Source: an optimization exercise on an open RTL-to-GDS flow (aim: small area and a short achievable clock period). Production flows keep margins and buffers that such runs may drop.
Function was checked by simulation only, so behaviour that the tests miss may differ from the original.
The flow treats the clock pin as an ideal source, which a real chip does not have.
Power figures rest on the tool's default switching activity, not on a simulated workload.

## flow/design.v (module list and top-level ports; edited modules follow where they fit)
// module rf_wsel_all: 13 lines
// module rf_core: 12 lines
// module rd_oai: 25 lines
// module rd_port: 20 lines
// module cmb_nor2: 7 lines
// module cmb_nand4: 9 lines
// module cmb_fin: 9 lines
// module rd_comb: 23 lines
// module operand_read: 136 lines
// module ks_node_n: 11 lines
// module ks_gnode_n: 8 lines
// module ks_node_p: 11 lines
// module ks_gnode_p: 8 lines
// module late_mux: 8 lines
// module late_lt: 10 lines
// module ks_carry: 1002 lines
// module alu_lane: 140 lines
// module write_back: 32 lines
// module kiwi_backend: 68 lines
module kiwi_backend (
	input  logic         clk,
	input  logic         rst_n_i,
	input  logic [75:0]  issue_i,
	output logic [149:0] retire_o
);
  // ...
==> flow/flow/run.sh <==
#!/bin/bash
# The standard layout (standard.sh), with two changes: the hook
# flow/pre_cts.tcl upsizes the port buffers and the registers that drive
# the output ports before clock tree synthesis, so that the timing repairs
# after CTS and global routing are not held up by the output paths; and up
# to 10 rounds of antenna repair after detailed routing (ORFS stops at 5).
# The full make output goes to flow_make.log here; ORFS keeps each step's
# log under orfs/logs.
set -euo pipefail
bash standard.sh PRE_CTS_TCL="$PWD/flow/pre_cts.tcl" MAX_REPAIR_ANTENNAS_ITER_DRT=10 finish > "$PWD/flow_make.log" 2>&1
==> flow/flow/pre_cts.tcl <==
# Upsize the buffers that buffer_ports put on the ports (it picks a slow delay
# buffer) and the registers that drive the output port buffers. Every port
# keeps its own buffer; the clock port has none and is left alone.
set own_db [ord::get_db]
set own_block [ord::get_db_block]
set own_buf [$own_db findMaster sky130_fd_sc_hd__buf_4]
set own_n 0
foreach bterm [$own_block getBTerms] {
  set net [$bterm getNet]
  if {$net == "NULL" || [$net getSigType] != "SIGNAL"} continue
  foreach it [$net getITerms] {
    set inst [$it getInst]
    set m [[$inst getMaster] getName]
    if {![string match "sky130_fd_sc_hd__clkdlybuf4s*" $m] && ![string match "sky130_fd_sc_hd__buf_*" $m]} continue
    $inst swapMaster $own_buf
    incr own_n
    if {[$bterm getIoType] != "OUTPUT"} continue
    # the register behind an output port buffer
    foreach it2 [$inst getITerms] {
      if {![$it2 isInputSignal]} continue
      set n2 [$it2 getNet]
      if {$n2 == "NULL"} continue
      foreach it3 [$n2 getITerms] {
        if {![$it3 isOutputSignal]} continue
        set d [$it3 getInst]
        set dm [[$d getMaster] getName]
        if {[regexp {^(sky130_fd_sc_hd__df[a-z]+)_[12]$} $dm -> base]} {
          $d swapMaster [$own_db findMaster ${base}_4]
          incr own_n
        }
      }
    }
  }
}
puts "pre_cts: resized $own_n port buffers and output registers"
==> flow/standard.sh <==
#!/bin/bash
# synth_recipe.tcl (not shown) runs the flow's synth.tcl, then flattens the netlist and writes it again
# the make line also repeats each setting of config.mk as NAME=value (left out here)
make -C /OpenROAD-flow-scripts/flow DESIGN_CONFIG=/design/flow/config.mk WORK_HOME=/design/flow/orfs CLKGATE_MAP_FILE= SYNTH_SCRIPT=/design/flow/synth_recipe.tcl "${@:-finish}"
==> flow/config.mk <==
export PLATFORM = sky130hd
export DESIGN_NAME = kiwi_backend
export DESIGN_NICKNAME = kiwi_backend
export VERILOG_FILES = /design/flow/design.v
export SDC_FILE = /design/flow/constraint.sdc
export NUM_CORES = 8
export LEC_CHECK = 0
export CAP_MARGIN = 30
export CELL_PAD_IN_SITES_DETAIL_PLACEMENT = 2
export CORE_MARGIN = 2
export CORE_UTILIZATION = 22
export PLACE_DENSITY = 0.32
export SETUP_SLACK_MARGIN = 2.5
export SLEW_MARGIN = 40
export SYNTH_HIERARCHICAL = 1
export TNS_END_PERCENT = 30
==> flow/constraint.sdc <==
create_clock -name core_clock -period 6.0 [get_ports {clk}]
set_input_delay 1.2000 -clock core_clock [delete_from_list [all_inputs] [get_ports {clk}]]
set_output_delay 1.2000 -clock core_clock [all_outputs]
set_load 0.01 [all_outputs]
==> summary.md, run 1 <==
| Metric | Value |
|---|---|
| Critical Path Slowest Stage Cell | `nor3_4` |
| Most common cell after layout, fill and taps aside | `o22ai_1` |
| Antenna Violating Nets Remaining | `0` |
| Met3 WL post-DR | `179000 microns` |
| Clock-cell share | `0.0637` |
| Pwr Total | `99600 uW` |
| Layout cell share with drive strength beyond 1 | `0.215` |
| Vias in the first global route | `~200k` |
| Residual DRC count | `0` |
| Critical path data required time | `6980 ps` |
| I/O Buffers | `~230` |
| Via count | `approximately 210k` |
| Status | `complete, no violations` |
| Met1 WL | `620000 microns` |
| Hold path cells | `1` |
| CP Data Arrival Time | `4900 ps` |
| Setup Crit Path Kind | `flop to flop` |
| Vias per cell | `6.68` |
| R2r worst-path depth | `7` |
| Initial Utilization | `0.221` |
| Worst reg2reg endpoint | `g_lane[1].alu_lane_i.p_q[57]` |
| Clock buffer count | `approximately 540` |
| NumNets Final | `20500` |
| P_comb | `37500 uW` |
| Warnings from Yosys | `14` |
| Die Ht | `around 900 microns` |
| Worst slew pin tran | `1100 ps` |
==> module rd_oai, before the edit <==
module rd_oai #(
	parameter bit HAS_X = 1'b0
) (
	input  logic [31:1]      sel_n,
	input  logic [1:0]       sel_w_n,
	input  logic             sel_x_n,
	input  logic [64*32-1:0] rf,
	input  logic [127:0]     w_n,
	input  logic [63:0]      x_n,
	output logic [64*17-1:0] part
);
	always_comb begin
		for (int g = 0; g < 15; g++) begin
			part[64*g +: 64] = ~(({64{sel_n[2*g + 1]}} | rf[64*(2*g + 1) +: 64])
				& ({64{sel_n[2*g + 2]}} | rf[64*(2*g + 2) +: 64]));
		end
		part[64*15 +: 64] = ~(({64{sel_n[31]}} | rf[64*31 +: 64])
			& ({64{sel_w_n[0]}} | w_n[63:0]));
		if (HAS_X) begin
			part[64*16 +: 64] = ~(({64{sel_w_n[1]}} | w_n[127:64]) & ({64{sel_x_n}} | x_n));
		end else begin
			part[64*16 +: 64] = ~({64{sel_w_n[1]}} | w_n[127:64]);
		end
	end
endmodule
==> module rd_port, before the edit <==
module rd_port #(
	parameter bit HAS_X = 1'b0
) (
	input  logic [31:1]      sel_n,
	input  logic [1:0]       sel_w_n,
	input  logic             sel_x_n,
	input  logic [64*32-1:0] rf,
	input  logic [127:0]     w_n,
	input  logic [63:0]      x_n,
	input  logic             flip,
	output logic [63:0]      y
);
	localparam int NG = 17;
	logic [64*NG-1:0] part;
	rd_oai #(.HAS_X(HAS_X)) oai_i (
		.sel_n(sel_n), .sel_w_n(sel_w_n), .sel_x_n(sel_x_n),
		.rf(rf), .w_n(w_n), .x_n(x_n), .part(part)
	);
	rd_comb #(.NG(NG)) comb_i (.part(part), .flip(flip), .y(y));
endmodule
==> module operand_read, before the edit <==
module operand_read (
	input  logic         clk,
	input  logic         rst_n_i,
	input  logic [75:0]  issue_i,
	input  logic [73:0]  iss_i,
	input  logic [1:0]   wb_en_i,
	input  logic [9:0]   wb_rd_i,
	input  logic [1:0]   wr_en_i,
	input  logic [9:0]   wr_rd_i,
	input  logic [127:0] wr_value_n_i,
	output logic [127:0] a_o,
	output logic [127:0] b_o
);
	logic [64*32-1:0] rf_flat;    
	logic [31:1] written_q;
	logic [31:1] ph_q;
	logic [31:1] s1_n;
	logic [31:1] s0_n;
	logic [31:1] h;
	logic [31:1] ph_d;
	logic [31:1] written_d;
	logic [31:1] s1_d;
	logic [31:1] s0_d;
	always_comb begin
		for (int r = 1; r < 32; r++) begin
			s1_d[r] = wb_en_i[1] && wb_rd_i[9:5] == 5'(r);
			s0_d[r] = wb_en_i[0] && wb_rd_i[4:0] == 5'(r) && !s1_d[r];
		end
	end
	always_ff @(posedge clk) begin
		s1_n <= ~s1_d;
		s0_n <= ~s0_d;
		h    <= ~(s1_d | s0_d);
	end
	assign rf_flat[63:0] = '0;
	logic [64*32-1:0] t_all;
	assign t_all[63:0] = '0;
	rf_wsel_all wsel_i (
		.s1_n(s1_n),
		.s0_n(s0_n),
		.w1_n(wr_value_n_i[127:64]),
		.w0_n(wr_value_n_i[63:0]),
		.t(t_all[64*32-1:64])
	);
	rf_core core_i (
		.clk(clk),
		.h(h),
		.t(t_all[64*32-1:64]),
		.q(rf_flat[64*32-1:64])
	);
	assign ph_d      = ~(ph_q & h);
	assign written_d = written_q | ~h;
	always_ff @(posedge clk) begin
		ph_q <= ph_d;
	end
	always_ff @(posedge clk or negedge rst_n_i) begin
		if (!rst_n_i) begin
			written_q <= '0;
		end else begin
			written_q <= written_d;
		end
	end
	function automatic logic wr_hit(
		input logic [4:0] rs,
		input logic [1:0] en,
		input logic [9:0] rd
	);
		wr_hit = (en[1] && rd[9:5] == rs) || (en[0] && rd[4:0] == rs);
	endfunction
	logic [1:0][31:1] sel_a_d;
	logic [1:0][31:1] sel_b_d;
	logic [1:0][1:0]  sel_wa_d;
	logic [1:0][1:0]  sel_wb_d;
	logic [1:0]       flip_a_d;
	logic [1:0]       flip_b_d;
	logic [1:0][31:1] sel_a_n_q;
	logic [1:0][31:1] sel_b_n_q;
	logic [1:0][1:0]  sel_wa_n_q;
	logic [1:0][1:0]  sel_wb_n_q;
	logic [1:0]       flip_a_q;
	logic [1:0]       flip_b_q;
	always_comb begin
		for (int k = 0; k < 2; k++) begin
			logic [4:0] rs1;
			logic [4:0] rs2;
			logic       use_imm;
			logic [3:0] func;
			logic [1:0] hit_a;
			logic [1:0] hit_b;
			rs1     = issue_i[38*k + 24 +: 5];
			rs2     = issue_i[38*k + 19 +: 5];
			use_imm = issue_i[38*k + 18];
			func    = issue_i[38*k + 29 +: 4];
			for (int w = 0; w < 2; w++) begin
				hit_a[w] = wb_en_i[w] && wb_rd_i[5*w +: 5] == rs1;
				hit_b[w] = wb_en_i[w] && wb_rd_i[5*w +: 5] == rs2 && !use_imm;
			end
			sel_wa_d[k] = {hit_a[1], hit_a[0] && !hit_a[1]};
			sel_wb_d[k] = {hit_b[1], hit_b[0] && !hit_b[1]};
			for (int r = 1; r < 32; r++) begin
				sel_a_d[k][r] = rs1 == 5'(r) && written_d[r] && hit_a == 2'b00;
				sel_b_d[k][r] = rs2 == 5'(r) && written_d[r] && !use_imm && hit_b == 2'b00;
			end
			flip_a_d[k] = rs1 != 5'd0 && hit_a == 2'b00 && !wr_hit(rs1, wr_en_i, wr_rd_i)
				&& written_q[rs1] && ph_q[rs1];
			flip_b_d[k] = (rs2 != 5'd0 && !use_imm && hit_b == 2'b00
				&& !wr_hit(rs2, wr_en_i, wr_rd_i) && written_q[rs2] && ph_q[rs2])
				^ (func == kiwi_pkg::FUNC_SUB || func == kiwi_pkg::FUNC_SLT
				|| func == kiwi_pkg::FUNC_SLTU);
		end
	end
	always_ff @(posedge clk) begin
		sel_a_n_q  <= ~sel_a_d;
		sel_b_n_q  <= ~sel_b_d;
		sel_wa_n_q <= ~sel_wa_d;
		sel_wb_n_q <= ~sel_wb_d;
		flip_a_q   <= flip_a_d;
		flip_b_q   <= flip_b_d;
	end
	genvar k;
	generate
		for (k = 0; k < 2; k++) begin : g_slot
			rd_port #(.HAS_X(1'b0)) port_a (
				.sel_n(sel_a_n_q[k]), .sel_w_n(sel_wa_n_q[k]), .sel_x_n(1'b1),
				.rf(rf_flat), .w_n(wr_value_n_i), .x_n(64'd0),
				.flip(flip_a_q[k]), .y(a_o[64*k +: 64])
			);
			rd_port #(.HAS_X(1'b1)) port_b (
				.sel_n(sel_b_n_q[k]), .sel_w_n(sel_wb_n_q[k]), .sel_x_n(!iss_i[37*k + 18]),
				.rf(rf_flat), .w_n(wr_value_n_i),
				.x_n(~{{52{iss_i[37*k + 17]}}, iss_i[37*k + 6 +: 12]}),
				.flip(flip_b_q[k]), .y(b_o[64*k +: 64])
			);
		end
	endgenerate
endmodule
==> run 2: changes to the inputs <==
--- a/flow/design.v
+++ b/flow/design.v
@@ -43,6 +43,8 @@
 ) (
 	input  logic [31:1]      sel_n,
 	input  logic [1:0]       sel_w_n,
+	input  logic [31:1]      sel_hi_n,
+	input  logic [1:0]       sel_w_hi_n,
 	input  logic             sel_x_n,
 	input  logic [64*32-1:0] rf,
 	input  logic [127:0]     w_n,
@@ -50,16 +52,23 @@
 	output logic [64*17-1:0] part
 );
 	always_comb begin
-		for (int g = 0; g < 15; g++) begin
-			part[64*g +: 64] = ~(({64{sel_n[2*g + 1]}} | rf[64*(2*g + 1) +: 64])
-				& ({64{sel_n[2*g + 2]}} | rf[64*(2*g + 2) +: 64]));
-		end
-		part[64*15 +: 64] = ~(({64{sel_n[31]}} | rf[64*31 +: 64])
-			& ({64{sel_w_n[0]}} | w_n[63:0]));
-		if (HAS_X) begin
-			part[64*16 +: 64] = ~(({64{sel_w_n[1]}} | w_n[127:64]) & ({64{sel_x_n}} | x_n));
-		end else begin
-			part[64*16 +: 64] = ~({64{sel_w_n[1]}} | w_n[127:64]);
+		for (int hb = 0; hb < 2; hb++) begin
+			logic [31:1] s;
+			logic [1:0]  sw;
+			s  = hb ? sel_hi_n : sel_n;
+			sw = hb ? sel_w_hi_n : sel_w_n;
+			for (int g = 0; g < 15; g++) begin
+				part[64*g + 32*hb +: 32] = ~(({32{s[2*g + 1]}} | rf[64*(2*g + 1) + 32*hb +: 32])
+					& ({32{s[2*g + 2]}} | rf[64*(2*g + 2) + 32*hb +: 32]));
+			end
+			part[64*15 + 32*hb +: 32] = ~(({32{s[31]}} | rf[64*31 + 32*hb +: 32])
+				& ({32{sw[0]}} | w_n[32*hb +: 32]));
+			if (HAS_X) begin
+				part[64*16 + 32*hb +: 32] = ~(({32{sw[1]}} | w_n[64 + 32*hb +: 32])
+					& ({32{sel_x_n}} | x_n[32*hb +: 32]));
+			end else begin
+				part[64*16 + 32*hb +: 32] = ~({32{sw[1]}} | w_n[64 + 32*hb +: 32]);
+			end
 		end
 	end
 endmodule
@@ -68,6 +77,8 @@
 ) (
 	input  logic [31:1]      sel_n,
 	input  logic [1:0]       sel_w_n,
+	input  logic [31:1]      sel_hi_n,
+	input  logic [1:0]       sel_w_hi_n,
 	input  logic             sel_x_n,
 	input  logic [64*32-1:0] rf,
 	input  logic [127:0]     w_n,
@@ -78,7 +89,8 @@
 	localparam int NG = 17;
 	logic [64*NG-1:0] part;
 	rd_oai #(.HAS_X(HAS_X)) oai_i (
-		.sel_n(sel_n), .sel_w_n(sel_w_n), .sel_x_n(sel_x_n),
+		.sel_n(sel_n), .sel_w_n(sel_w_n), .sel_hi_n(sel_hi_n), .sel_w_hi_n(sel_w_hi_n),
+		.sel_x_n(sel_x_n),
 		.rf(rf), .w_n(w_n), .x_n(x_n), .part(part)
 	);
 	rd_comb #(.NG(NG)) comb_i (.part(part), .flip(flip), .y(y));
@@ -131,6 +143,24 @@
 	endgenerate
 	cmb_fin fin_i (.a(o2[63:0]), .b(o2[127:64]), .c(part[64*16 +: 64]), .flip(flip), .y(y));
 endmodule
+module rd_sel_hi (
+	input  logic             clk,
+	input  logic [1:0][31:1] sel_a_d,
+	input  logic [1:0][31:1] sel_b_d,
+	input  logic [1:0][1:0]  sel_wa_d,
+	input  logic [1:0][1:0]  sel_wb_d,
+	output logic [1:0][31:1] sel_a_hi_n_q,
+	output logic [1:0][31:1] sel_b_hi_n_q,
+	output logic [1:0][1:0]  sel_wa_hi_n_q,
+	output logic [1:0][1:0]  sel_wb_hi_n_q
+);
+	always_ff @(posedge clk) begin
+		sel_a_hi_n_q  <= ~sel_a_d;
+		sel_b_hi_n_q  <= ~sel_b_d;
+		sel_wa_hi_n_q <= ~sel_wa_d;
+		sel_wb_hi_n_q <= ~sel_wb_d;
+	end
+endmodule
 module operand_read (
 	input  logic         clk,
 	input  logic         rst_n_i,
@@ -210,6 +240,10 @@
 	logic [1:0][31:1] sel_b_n_q;
 	logic [1:0][1:0]  sel_wa_n_q;
 	logic [1:0][1:0]  sel_wb_n_q;
+	logic [1:0][31:1] sel_a_hi_n_q;
+	logic [1:0][31:1] sel_b_hi_n_q;
+	logic [1:0][1:0]  sel_wa_hi_n_q;
+	logic [1:0][1:0]  sel_wb_hi_n_q;
 	logic [1:0]       flip_a_q;
 	logic [1:0]       flip_b_q;
 	always_comb begin
@@ -250,16 +284,25 @@
 		flip_a_q   <= flip_a_d;
 		flip_b_q   <= flip_b_d;
 	end
+	rd_sel_hi sel_hi_i (
+		.clk(clk),
+		.sel_a_d(sel_a_d), .sel_b_d(sel_b_d), .sel_wa_d(sel_wa_d), .sel_wb_d(sel_wb_d),
+		.sel_a_hi_n_q(sel_a_hi_n_q), .sel_b_hi_n_q(sel_b_hi_n_q),
+		.sel_wa_hi_n_q(sel_wa_hi_n_q), .sel_wb_hi_n_q(sel_wb_hi_n_q)
+	);
 	genvar k;
 	generate
 		for (k = 0; k < 2; k++) begin : g_slot
 			rd_port #(.HAS_X(1'b0)) port_a (
-				.sel_n(sel_a_n_q[k]), .sel_w_n(sel_wa_n_q[k]), .sel_x_n(1'b1),
+				.sel_n(sel_a_n_q[k]), .sel_w_n(sel_wa_n_q[k]),
+				.sel_hi_n(sel_a_hi_n_q[k]), .sel_w_hi_n(sel_wa_hi_n_q[k]), .sel_x_n(1'b1),
 				.rf(rf_flat), .w_n(wr_value_n_i), .x_n(64'd0),
 				.flip(flip_a_q[k]), .y(a_o[64*k +: 64])
 			);
 			rd_port #(.HAS_X(1'b1)) port_b (
-				.sel_n(sel_b_n_q[k]), .sel_w_n(sel_wb_n_q[k]), .sel_x_n(!iss_i[37*k + 18]),
+				.sel_n(sel_b_n_q[k]), .sel_w_n(sel_wb_n_q[k]),
+				.sel_hi_n(sel_b_hi_n_q[k]), .sel_w_hi_n(sel_wb_hi_n_q[k]),
+				.sel_x_n(!iss_i[37*k + 18]),
 				.rf(rf_flat), .w_n(wr_value_n_i),
 				.x_n(~{{52{iss_i[37*k + 17]}}, iss_i[37*k + 6 +: 12]}),
 				.flip(flip_b_q[k]), .y(b_o[64*k +: 64])
==> flow/run.sh (new file) <==
#!/bin/bash
# synth_recipe.tcl (not shown) runs the flow's synth.tcl, then flattens the netlist and writes it again
# the make line also repeats each setting of config.mk as NAME=value (left out here)
make -C /OpenROAD-flow-scripts/flow DESIGN_CONFIG=/design/flow/config.mk WORK_HOME=/design/flow/orfs CLKGATE_MAP_FILE= SYNTH_SCRIPT=/design/flow/synth_recipe.tcl finish
removed: flow/flow/run.sh
removed: flow/flow/pre_cts.tcl
removed: flow/standard.sh
==> summary.md, run 2 <==
| Metric | Value |
|---|---|
| Status | `complete, no violations (unchanged)` |
| Critical path data required time | `6990 ps (was 6980 ps)` |
| Slew headroom | `0.270 (was 0.262)` |
| Clock-pin slew on the worst setup and hold paths | `60 ps (about the same)` |
| Critical Path Slowest Stage Cell | `dfxtp_2 (was nor3_4)` |
| Global-route wire length before repair | `1990000 microns (was 1960000 microns)` |
| Most frequent cells in the layout | `6205 x o22ai_1, 2609 x dfxtp_1, 2517 x nor2_1 (was 5806 x o22ai_1, 2515 x nor2_1, 2498 x dfxtp_1)` |
| Residual DRC count | `0 (unchanged)` |
| Setup Crit Path Kind | `flop to flop (unchanged)` |
| Seq pwr share | `0.360 (was 0.374)` |
| Final Setup Violations | `0 (unchanged)` |
| RSZ-0062 raised after global routing | `yes (unchanged)` |
| GR Overflow Total | `0 (unchanged)` |
| Mapped Cells | `21100 (was 20800)` |
| I/O Buffers | `227 (unchanged)` |
| Combinational Power Share | `0.379 (was 0.376)` |
| Cell Area, Synth | `176000 sq um (was 177000 sq um)` |
| Switching Share | `0.476 (was 0.480)` |
| CP Max Fanout | `16 (was 14)` |
| Clock Power Share | `0.260 (was 0.249)` |
| Final slew viol count | `0 (unchanged)` |
| Antenna Violating Nets Remaining | `0 (unchanged)` |
| CP Data Arrival Time | `4930 ps (was 4900 ps)` |
| Largest regs | `operand_read_i.core_i.q: 1984 flops, write_back_i.retire_q: 148 flops (unchanged)` |
| Most common cell after layout, fill and taps aside | `o22ai_1 (unchanged)` |
| Dpl hpwl | `1090000 microns (was 1050000 microns)` |
| Layout Area Growth over Synthesis | `14.6% (was 13.8%)` |
| Worst flop-to-flop path startpoint | `operand_read_i.sel_b_n_q[8] (was operand_read_i.sel_b_n_q[51])` |
| Crit path from | `operand_read_i.sel_b_n_q[8] (was operand_read_i.sel_b_n_q[51])` |
| Fin cells | `31500 (was 31200)` |
| Post-route setup slack | `2060 ps (was 2070 ps)` |
| Setup crit start kind | `flop (unchanged)` |
| Register area | `62300 sq um (was 60100 sq um)` |
| Type of the tightest min-delay check | `flop to flop (was primary input to flop)` |
| Cell total after placement | `30600 (was 30200)` |
| Warnings from Yosys | `15 (was 14)` |
| Depth of the CTS H-tree | `5` |
| Vias per cell | `6.62 (was 6.68)` |
| Largest register FFs | `1984 (unchanged)` |
| Via count | `208000 (about the same)` |
| Initial Utilization | `0.221 (about the same)` |
| Total of max-cap violations | `0 (unchanged)` |
| Die Ht | `899 microns (was 901 microns)` |
| WL/cell | `49.2 microns (was 48.9 microns)` |
| Clock latency on the worst-skew pair | `1150 ps (was 1130 ps)` |
| CP Capture Type | `flop (unchanged)` |
| Clock sinks | `3051 (was 2919)` |
| Syn nets | `21300 (was 21000)` |
| Starting DRT DRC Count | `33300 (was 34300)` |
| Syn Area/Cell | `8.36 sq um (was 8.52 sq um)` |
| Worst slew pin tran | `1090 ps (was 1100 ps)` |
| CTS tree | `done (unchanged)` |
| Internal power | `54400 uW (was 51800 uW)` |
| Crit path largest cell delay | `830 ps (was 970 ps)` |
| Die area | `809000 sq um (was 813000 sq um)` |
| CTS Buf Count | `407 (was 383)` |
| PwrDens | `514 nW/um^2 (was 494 nW/um^2)` |
| Cell row count | `328 (was 329)` |
| Cell Chain, Critical Path | `buf_4 -> o22ai_1 -> nor2_1 -> nand4_1 -> nor3_2 -> xnor2_1 -> ha_1 (was buf_4 -> o22ai_1 -> nor2_1 -> nand4_1 -> nor3_4 -> xnor2_1 -> ha_1)` |
| Fmax | `254 MHz (was 255 MHz)` |
| NumNets Final | `20800 (was 20500)` |
| Crit share post-route | `0.656 (was 0.654)` |
| Worst vdd ir | `267 uV (was 257 uV)` |
| Antenna violations before repair | `147 (was 102)` |
| I/O pins | `228 (unchanged)` |
| RePlAce Congestion | `1.01 (was 0.983)` |
| Vias in the first global route | `200000 (was 199000)` |
| Total Neg Setup Slack | `0 ps (unchanged)` |
| Pin count of the biggest net entering global routing | `66 (was 65)` |
| Switching pwr | `49400 uW (was 47800 uW)` |
| Layout cell share with drive strength beyond 1 | `0.183 (was 0.215)` |
| Area of the multi-input gates | `98200 sq um (was 99600 sq um)` |
| Biggest register | `operand_read_i.core_i.q (unchanged)` |
| LEAKAGE | `0.0696 uW (was 0.0695 uW)` |
| Final WL | `1550000 microns (was 1530000 microns)` |
| Clock Skews | `96.6 ps (was 88.5 ps)` |
| Total GRT Usage | `0.361 (was 0.354)` |
| Core area | `798000 sq um (was 803000 sq um)` |
| Hold path start | `iss_q[36] (was issue_i[74])` |
| Final hold slack | `324 ps (was 175 ps)` |
| Pre-CTS setup slack | `1330 ps (was 1150 ps)` |
| Clk buf depth | `4` |
| Min Tclk post-route | `3940 ps (was 3930 ps)` |
| Pre-antenna DRT Iters | `7 (was 9)` |
| CTS root buffer | `clkbuf_16` |
| # fillers | `90500 (was 91200)` |
| Fin. Hold Viols | `0 (unchanged)` |
| Die Wd | `899 microns (was 901 microns)` |
-- run 2: power groups by stage --
| stage | clock [uW] | sequential (uW) | combinational (uW) |
|---|---|---|---|
| after floorplan | 0 | 32500 | 20900 |
| after global placement | 0 | 37200 | 36400 |
| after detailed placement | 0 | 37300 | 37400 |
| after CTS | 27300 | 36900 | 37700 |
| after global routing | 28100 | 38000 | 40000 |
| final | 27000 | 37400 | 39400 |
-- run 2: worst max-delay path, delay by kind of cell (launching register included) --
kind	cells	cell delay [ps]
DFF	1	830
adders and majority gates	1	360
buffers and inverters	1	520
xor gates and xnor gates	1	400
AOI/OAI and AO/OA	1	160
and+or+nand+nor	3	1460
-- run 2: cell type report --
cell class,count,share of cell area
diodes,59,0.000731
clock buffers,581,0.0586
clock inverters,173,0.0118
inverters,408,0.00778
multi-input cells,15300,0.486
flip-flops and latches,3051,0.309
well taps,10600,0.0654
repair buffers,1339,0.0611
-- run 2: final timing paths --
check | endpoint | slack (ps) | depth (start not counted)
hold / removal | g_lane[0].alu_lane_i.sid_q[3] | 320 | 0
min in group asynchronous | operand_read_i.written_q[8] | 500 | 2
setup / recovery | g_lane[0].alu_lane_i.p_q[21] | 2060 | 7
setup reg to reg | g_lane[0].alu_lane_i.p_q[21] | 2060 | 7
max in group asynchronous | operand_read_i.written_q[22] | 4370 | 3
hold reg to reg | g_lane[0].alu_lane_i.sid_q[3] | 320 | 0
-- run 2: what timing repair did --
action                                  4_1_cts  5_1_grt
hold buffers                                  1        0
hold endpoints to repair                      5        0
pin swaps                                    28       21
gates resized for setup                     162       87
setup buffers                                15       21
endpoints found under the setup margin      521      261
-- run 2: metrics by stage --
| step | utilization | instance area, sq um | total power, uW |
|---|---|---|---|
| after global placement | 0.231 | 184000 | 73600 |
| after CTS | 0.252 | 201000 | 102000 |
| after detailed placement | 0.233 | 186000 | 74700 |
| after global routing | 0.253 | 202000 | 106000 |
| after floorplan | - | 176000 | 53400 |
| final | 0.253 | 202000 | 104000 |
-- run 2: layer usage --
metal  global-route usage  vias up  share of wire
met3                0.112     3975           0.12
met4                0.288       68          0.098
met5                    0        -        0.00031
met1                0.469   108000           0.40
met2                0.488    15900           0.38
li1                     -    80300              -

-- port drivers added, routing unchanged --
The results above use ideal ports. As a check the final layouts listed here were re-extracted and re-timed, cells and wires unchanged.
Step 1, drivers: a clkbuf_16 drives clk and a buf_2 each remaining input, both assumed.
Step 2 adds t to the input delays and takes it off the output delays; t is the mean of the earliest and latest rising clock arrival at the registers after step 1. Input paths then give back, and output paths get back, about the clock's delay inside the block.
Slacks: ideal ports / drivers / drivers and shift; pairs: ideal ports / drivers.
run	t (ns)	setup WS [ns]	worst setup path after step 2	worst slew at a driven data input, ns	pins driven straight from the clock port
run 1	1.236	2.074 / 2.074 / 1.747	input to register	0.16	1
run 2	1.256	2.064 / 2.064 / 1.273	input to register	0.36	1
After both steps setup and hold are still met in every run listed. For run 2, which loses most, drivers alone change the setup slack by 0.000 ns; drivers and shift together by -0.791 ns.
